Context: an optimization exercise on an open-source flow, tuned for small area and a short achievable clock period. The choices shown serve that exercise and are no tape-out recipe.
Where RTL was checked, it was by simulation tests only, not by an equivalence proof against the original.
Power and IR drop assume default switching activity.

## noc_ring_ni
module noc_ring_ni
(
   input  wire        clk,
   input  wire        reset,
   input  wire [1:0]  ctrl_in,
   input  wire [15:0] flit_in,
   input  wire [1:0]  dest_fifo_in,
   output wire        en_pass_req,
   output wire        en_pass_rep,
   output wire        en_local_req,
   output wire        en_local_rep,
   output wire [4:0]  used_slots_pass_rep,
   input  wire [17:0] enq_req_data,
   input  wire [17:0] enq_rep_data,
   input  wire        en_out_req_enq,
   input  wire        en_out_rep_enq,
   output wire        out_req_rdy,
   output wire        out_rep_rdy,
   output wire [17:0] deq_req_data,
   output wire [17:0] deq_rep_data,
   output wire        req_rdy,
   output wire        rep_rdy,
   input  wire        en_in_req_deq,
   input  wire        en_in_rep_deq,
   input  wire        en_local_req_in,
   input  wire        en_local_rep_in,
   input  wire        en_pass_req_in,
   input  wire        en_pass_rep_in,
   input  wire [4:0]  used_slots_pass_rep_in,
   output wire [1:0]  ctrl_out,
   output wire [15:0] flit_out,
   output wire [1:0]  dest_fifo_out
);
Settings: LEC_CHECK=0, CAP_MARGIN=20, CORE_MARGIN=2, CORE_UTILIZATION=75, CTS_CLUSTER_DIAMETER=70, CTS_CLUSTER_SIZE=18, SETUP_SLACK_MARGIN=4.4, SLEW_MARGIN=20; clock period 7.0 ns.
run.sh (not shown) runs the stock make flow with config.mk's settings and CLKGATE_MAP_FILE= SYNTH_SCRIPT=/design/flow/synth_recipe.tcl, a recipe that flattens the netlist after the stock synthesis.
==> next run, changes <==
Settings changed: CORE_UTILIZATION 75 to 70, CTS_CLUSTER_DIAMETER 70 to 80, CTS_CLUSTER_SIZE 18 to 20, SETUP_SLACK_MARGIN 4.4 to 4.3.
Outcome:
- area after synthesis is unchanged
- wire length drops slightly
- final cell count climbs slightly
- die area climbs by a little under a tenth
- worst hold slack gains 9.2 ps
- setup slack loses 65 ps
- total power drops slightly
- global-route usage drops by 2.9 points
- via count drops slightly
- clock skew barely changes
- count of clock-buffer cells in the layout drops by 17

* * *

Starting RTL as in the previous note.
Settings: LEC_CHECK=0, CAP_MARGIN=20, CORE_MARGIN=2, CORE_UTILIZATION=75, CTS_CLUSTER_DIAMETER=70, CTS_CLUSTER_SIZE=18, SETUP_SLACK_MARGIN=4.5, SLEW_MARGIN=20; clock period 7.0 ns.
Next try:
GPL_ROUTABILITY_DRIVEN = 0   (was not set)
SETUP_SLACK_MARGIN = 4.4   (was 4.5)
=> The changed run finished with timing, DRC and antenna clean. Setup slack loses 0.013 ns. Final cell count came out lower by 0.98%. Final area fell by 1.3%. Power falls by 1.3%. Die area is unchanged. Via count shrinks by 1.0%. Hold slack hardly moves. Wire length came out lower by 1.3%. Core utilization is lower by 1.1 points. Sequential power barely changes.
Next try:
GPL_ROUTABILITY_DRIVEN = not set   (was 0)
TNS_END_PERCENT = 20   (was not set)
Outcome: The new run went through all stages and came out clean; fmax went down by about 4.3%; non-clock buffer count went down by 18; total power is about the same; final cell count stays the same; core utilization went down by 0.31 points; worst setup slack is worse by 0.12 ns; sequential share of layout area went up by 0.17 points.
Next try:
CORE_UTILIZATION = 78   (was 75)
TNS_END_PERCENT = not set   (was 20)
Outcome: Utilization rose by 3.9 points; via count came out higher by 1.6%; die area went down by about 4%; synthesized area does not change; power stays flat.
Next try:
CORE_UTILIZATION = 75   (was 78)
CTS_BUF_LIST = sky130_fd_sc_hd__clkbuf_8 sky130_fd_sc_hd__clkbuf_16   (was not set)
The changed run finished with timing, DRC and antenna clean. Power came out lower slightly. Clock power came out lower slightly. Wire length came out lower by a few percent. Global-route usage came out lower by 2.4 points. First-iteration DRC count came out lower by a little under a tenth. Cell area hardly moves. Clock skew came out lower by 0.0037 ns. Non-clock buffer count came out higher by 3.
Next try:
CTS_BUF_LIST = not set   (was sky130_fd_sc_hd__clkbuf_8 sky130_fd_sc_hd__clkbuf_16)
CTS_CLUSTER_DIAMETER = 60   (was 70)
CTS_CLUSTER_SIZE = 16   (was 18)
Result:
- The changed run produced a clean layout
- sequential power barely changes
- first-iteration DRC count is lower by 1.3%
- die area is unchanged
- synthesized cell count does not change
- design area is higher by 1.0%
- wire length is higher by 0.38%
- setup slack loses 0.042 ns
- sequential share of layout area is lower by 0.68 points
- non-clock buffer count is lower by 5
- worst hold slack gains 0.0063 ns
- clock skew hardly moves

* * *

noc_ring_ni, a different RTL version from the one above (not shown whole).
Size: roughly 4100 cells after synthesis, roughly 1800 flip-flops, roughly 140 I/O pins.
clock: 7.0 ns
lec_check: 0
cap_margin: 20
core_margin: 2
core_utilization: 65
setup_slack_margin: 4.5
slew_margin: 20
The first run finished with timing, DRC and antenna clean.
Next try:
Settings changed: CORE_UTILIZATION 65 to 40.
What happened: The changed run completed with no timing, DRC or antenna violations; final cell count came out higher by 14%; sequential share of layout area went down by 0.88 points; worst setup slack is worse by 0.041 ns; non-clock buffer count came out higher by 9; utilization drops by 30 points; design area came out higher by 1.4%; power rose by 0.95%; hold slack gets worse by 0.013 ns; flip-flop and latch count is unchanged.
No functional check of the RTL was part of any run of this note.

## afterwards: timing with drivers on the ports
Ports are ideal in the flow. The routed layouts listed here were re-timed in OpenROAD.
Step 1 sets driving cells, clkbuf_16 on the clock port and buf_2 on the other inputs (assumed; they add their load-dependent delay and slew).
Step 2, shift: input delay + t, output delay - t, t = (earliest + latest rising clock arrival at the registers) / 2. This alone moves slack from input paths to output paths.
a / b / c = no drivers / after step 1 / after step 2; a / b = the first two.
run | t (ns) | setup WS [ns] | worst setup path at the end
the first run of note 1 | 0.771 | 4.360 / 4.304 / 3.589 | input to register
the second run of note 1 | 0.770 | 4.295 / 4.259 / 3.519 | input to register
the first run of note 2 | 0.778 | 4.344 / 4.304 / 3.664 | input to register
the second run of note 2 | 0.770 | 4.330 / 4.290 / 3.553 | input to register
the third run of note 2 | 0.785 | 4.210 / 4.143 / 3.468 | input to register
the fourth run of note 2 | 0.765 | 4.315 / 4.315 / 3.591 | input to register
the fifth run of note 2 | 0.776 | 4.365 / 4.298 / 3.628 | input to register
the sixth run of note 2 | 0.819 | 4.323 / 4.267 / 3.495 | input to register
the first run of note 3 | 0.855 | 3.712 / 3.748 / 2.904 | input to register
the second run of note 3 | 0.875 | 3.671 / 3.671 / 2.882 | input to register
After both steps every run listed still meets setup and hold. The setup slack of the sixth run of note 2, which loses most, moves by -0.056 ns with the drivers and by -0.828 ns with both steps.
